This design comes from an exercise in tuning for small area, a short achievable clock period and few clock cycles on the open sky130 flow, not from production work.
In this exercise RTL edits were held to simulation tests only and were not proved equivalent to the original.
Power is estimated from default activity; no workload was simulated.

==> exp/pepper <==
// fir_filter_streaming
module fir_filter_streaming
#(
   parameter int TAPS = 8
)
(
   input  logic                clock,
   input  logic                reset,
   input  logic                req_valid,
   output logic                req_stall,
   input  logic signed [15:0]  req_sample,
   output logic                rsp_valid,
   input  logic                rsp_stall,
   output logic signed [34:0]  rsp_filtered,
   input  logic                csr_write_en,
   input  logic [7:0]          csr_index,
   input  logic signed [15:0]  csr_wdata
);
   logic [23:0] w0_q;   
   logic [23:0] w1_q;   
   logic [23:0] w2_q;   
   logic [23:0] w3_q;   
   logic [23:0] w4_q;   
   logic [23:0] w5_q;   
   logic [23:0] w6_q;   
   logic [23:0] w7_q;   
   logic [23:0] wdata_enc;
   logic [15:0] hist1_q;
   logic [15:0] hist2_q;
   logic [15:0] hist3_q;
   logic [15:0] hist4_q;
   logic [15:0] hist5_q;
   logic [15:0] hist6_q;
   logic [15:0] hist7_q;
   logic [334:0] p1_q;   
   logic [75:0] p2_q;   
   logic [1:0] vld_q;   
  ...
Settings: LEC_CHECK=0, ABC_AREA=1, CAP_MARGIN=20, CORE_MARGIN=2, CORE_UTILIZATION=50, SETUP_SLACK_MARGIN=4.5, SLEW_MARGIN=20, SYNTH_HIERARCHICAL=1, SYNTH_MINIMUM_KEEP_SIZE=0, BUFFER_PORTS_ARGS=-buffer_cell sky130_fd_sc_hd__buf_4; clock period 8.0 ns.
standard.sh (not shown) runs the stock make flow with config.mk's settings and CLKGATE_MAP_FILE= SYNTH_SCRIPT=/design/flow/synth_recipe.tcl, a recipe that flattens the netlist after the stock synthesis.
==> flow/flow/run.sh <==
#!/bin/bash
# The standard layout (the standard.sh, synthesis included, unchanged),
# except that buffer_ports is told to buffer each input and output port with a
# sky130_fd_sc_hd__buf_4 instead of the slow delay buffer it picks by default.
# Every port still gets its own buffer.
set -o pipefail
echo 'export BUFFER_PORTS_ARGS = -buffer_cell sky130_fd_sc_hd__buf_4' >> config.mk
export BUFFER_PORTS_ARGS="-buffer_cell sky130_fd_sc_hd__buf_4"
bash standard.sh > standard.log 2>&1
status=$?
cp config.mk config_used.mk
exit $status
==> inputs of exp/juniper, as changes to exp/pepper <==
--- a/flow/config.mk
+++ b/flow/config.mk
@@ -9,5 +9,5 @@
 export CAP_MARGIN = 20
 export CORE_MARGIN = 2
-export CORE_UTILIZATION = 50
+export CORE_UTILIZATION = 55
 export SETUP_SLACK_MARGIN = 4.5
 export SLEW_MARGIN = 20
==> notes <==
exp/juniper finished clean. exp/pepper finished with timing, DRC and antenna clean.
Against exp/juniper, the via count of exp/pepper is smaller by about 0.8%.
Between exp/juniper and exp/pepper, the lower non-clock buffer count is in exp/pepper (gap 12).
Between exp/juniper and exp/pepper, the lower utilization is in exp/pepper (gap 5.4 points).
Between exp/pepper and exp/juniper, the lower clock power is in exp/juniper (gap about 3%, measured against exp/juniper).
In combinational power, exp/juniper and exp/pepper hardly differ.
In sequential power, exp/juniper and exp/pepper hardly differ.
Against exp/pepper, the die area of exp/juniper is lower by about 9%.
Of exp/juniper and exp/pepper, exp/juniper has the higher first-iteration DRC count (gap about 15%, measured against exp/pepper).
Area after synthesis is the same in exp/juniper and exp/pepper.
Testbench counts of exp/pepper, summed over its fixed seeds: cycles 16,024.
Testbench counts of exp/juniper, summed over its fixed seeds: cycles 16,024.


==> maple <==
fir_filter_streaming again, from the RTL that the note above started with.
clock: 8.0 ns
lec_check: 0
abc_area: 1
cap_margin: 20
core_margin: 2
core_utilization: 50
setup_slack_margin: 4.4
slew_margin: 20
synth_hierarchical: 1
synth_minimum_keep_size: 0
buffer_ports_args: -buffer_cell sky130_fd_sc_hd__buf_4
Scripts as last shown in full above: flow/flow/run.sh
==> inputs of nickel, as changes to maple <==
==> flow/run.sh (new file) <==
#!/bin/bash
# synth_recipe.tcl (not shown) runs the flow's synth.tcl, then flattens the netlist and writes it again
# the make line also repeats each setting of config.mk as NAME=value (left out here)
make -C /OpenROAD-flow-scripts/flow DESIGN_CONFIG=/design/flow/config.mk WORK_HOME=/design/flow/orfs CLKGATE_MAP_FILE= SYNTH_SCRIPT=/design/flow/synth_recipe.tcl finish
BUFFER_PORTS_ARGS = not set   (was -buffer_cell sky130_fd_sc_hd__buf_4)
SETUP_SLACK_MARGIN = 4.5   (was 4.4)
removed: flow/flow/run.sh
removed: flow/standard.sh
==> run notes <==
metric	maple	nickel
1st-iter DRT viols	8621	8535
Combinational Power Share	0.241	0.246
R2r startpoint	hist1_q[15]	w7_q[6]
Sum of met2 wire segment lengths after detailed routing	125800 um	127100 um
Number of ordinary inverters in the final layout	327	332
Internal	8.173 mW	8.372 mW
Outcome	complete, no violations	complete, no violations
Final clock skew	49.41 ps	56.01 ps
Met3 wire len	54450 um	55200 um
Share of cell area taken by flip-flops and latches	0.2628	0.2561
Maximum vdd ir drop	0.1669 mV	0.1598 mV
Final min period	3676 ps	3767 ps
Metal1 wirelength	113200 um	113000 um
Met2 GRT Util	0.6409	0.6469
Area occupied by registers	19630 um^2	19690 um^2
Period utilisation layout	0.4595	0.4709
WL final	317700 um	316500 um
Cell Count Post-Placement	7139	7132
Leakage power	36.39 nW	36.98 nW
Number of logic stages on the critical path including buffering	6	5
Number of clock buffer instances in the layout	119	114
Testbench counts of maple, summed over its fixed seeds: cycles 16,024.
Testbench counts of nickel, summed over its fixed seeds: cycles 16,024.

-- what the ideal ports hide --
In the flow no input, the clock included, has a driving cell. The finished layouts below were timed again as built, in two steps.
Step 1 assumes that a clkbuf_16 drives the clock port and a buf_2 every other input.
Step 2 moves the port delays by t, midway between the first and last clock arrival at a register: inputs arrive t later, outputs are due t later. That takes back most of the time a late clock gives input paths.
a / b / c = no drivers / after step 1 / after step 2; a / b = the first two.
| run | t (ns) | setup WS [ns] | clock arrival spread, ns | worst data-port slew with drivers (ns) |
|---|---|---|---|---|
| exp/pepper | 0.802 | 4.390 / 4.390 / 3.645 | 0.048 / 0.048 | 0.09 |
| exp/juniper | 0.805 | 4.427 / 4.424 / 3.742 | 0.055 / 0.054 | 0.08 |
| maple | 0.816 | 4.324 / 4.324 / 3.647 | 0.049 / 0.050 | 0.08 |
| nickel | 0.820 | 4.233 / 4.233 / 3.725 | 0.057 / 0.057 | 0.09 |
After both steps setup and hold are still met in every run listed. For exp/pepper, which loses most, drivers alone change the setup slack by 0.000 ns; drivers and shift together by -0.745 ns.
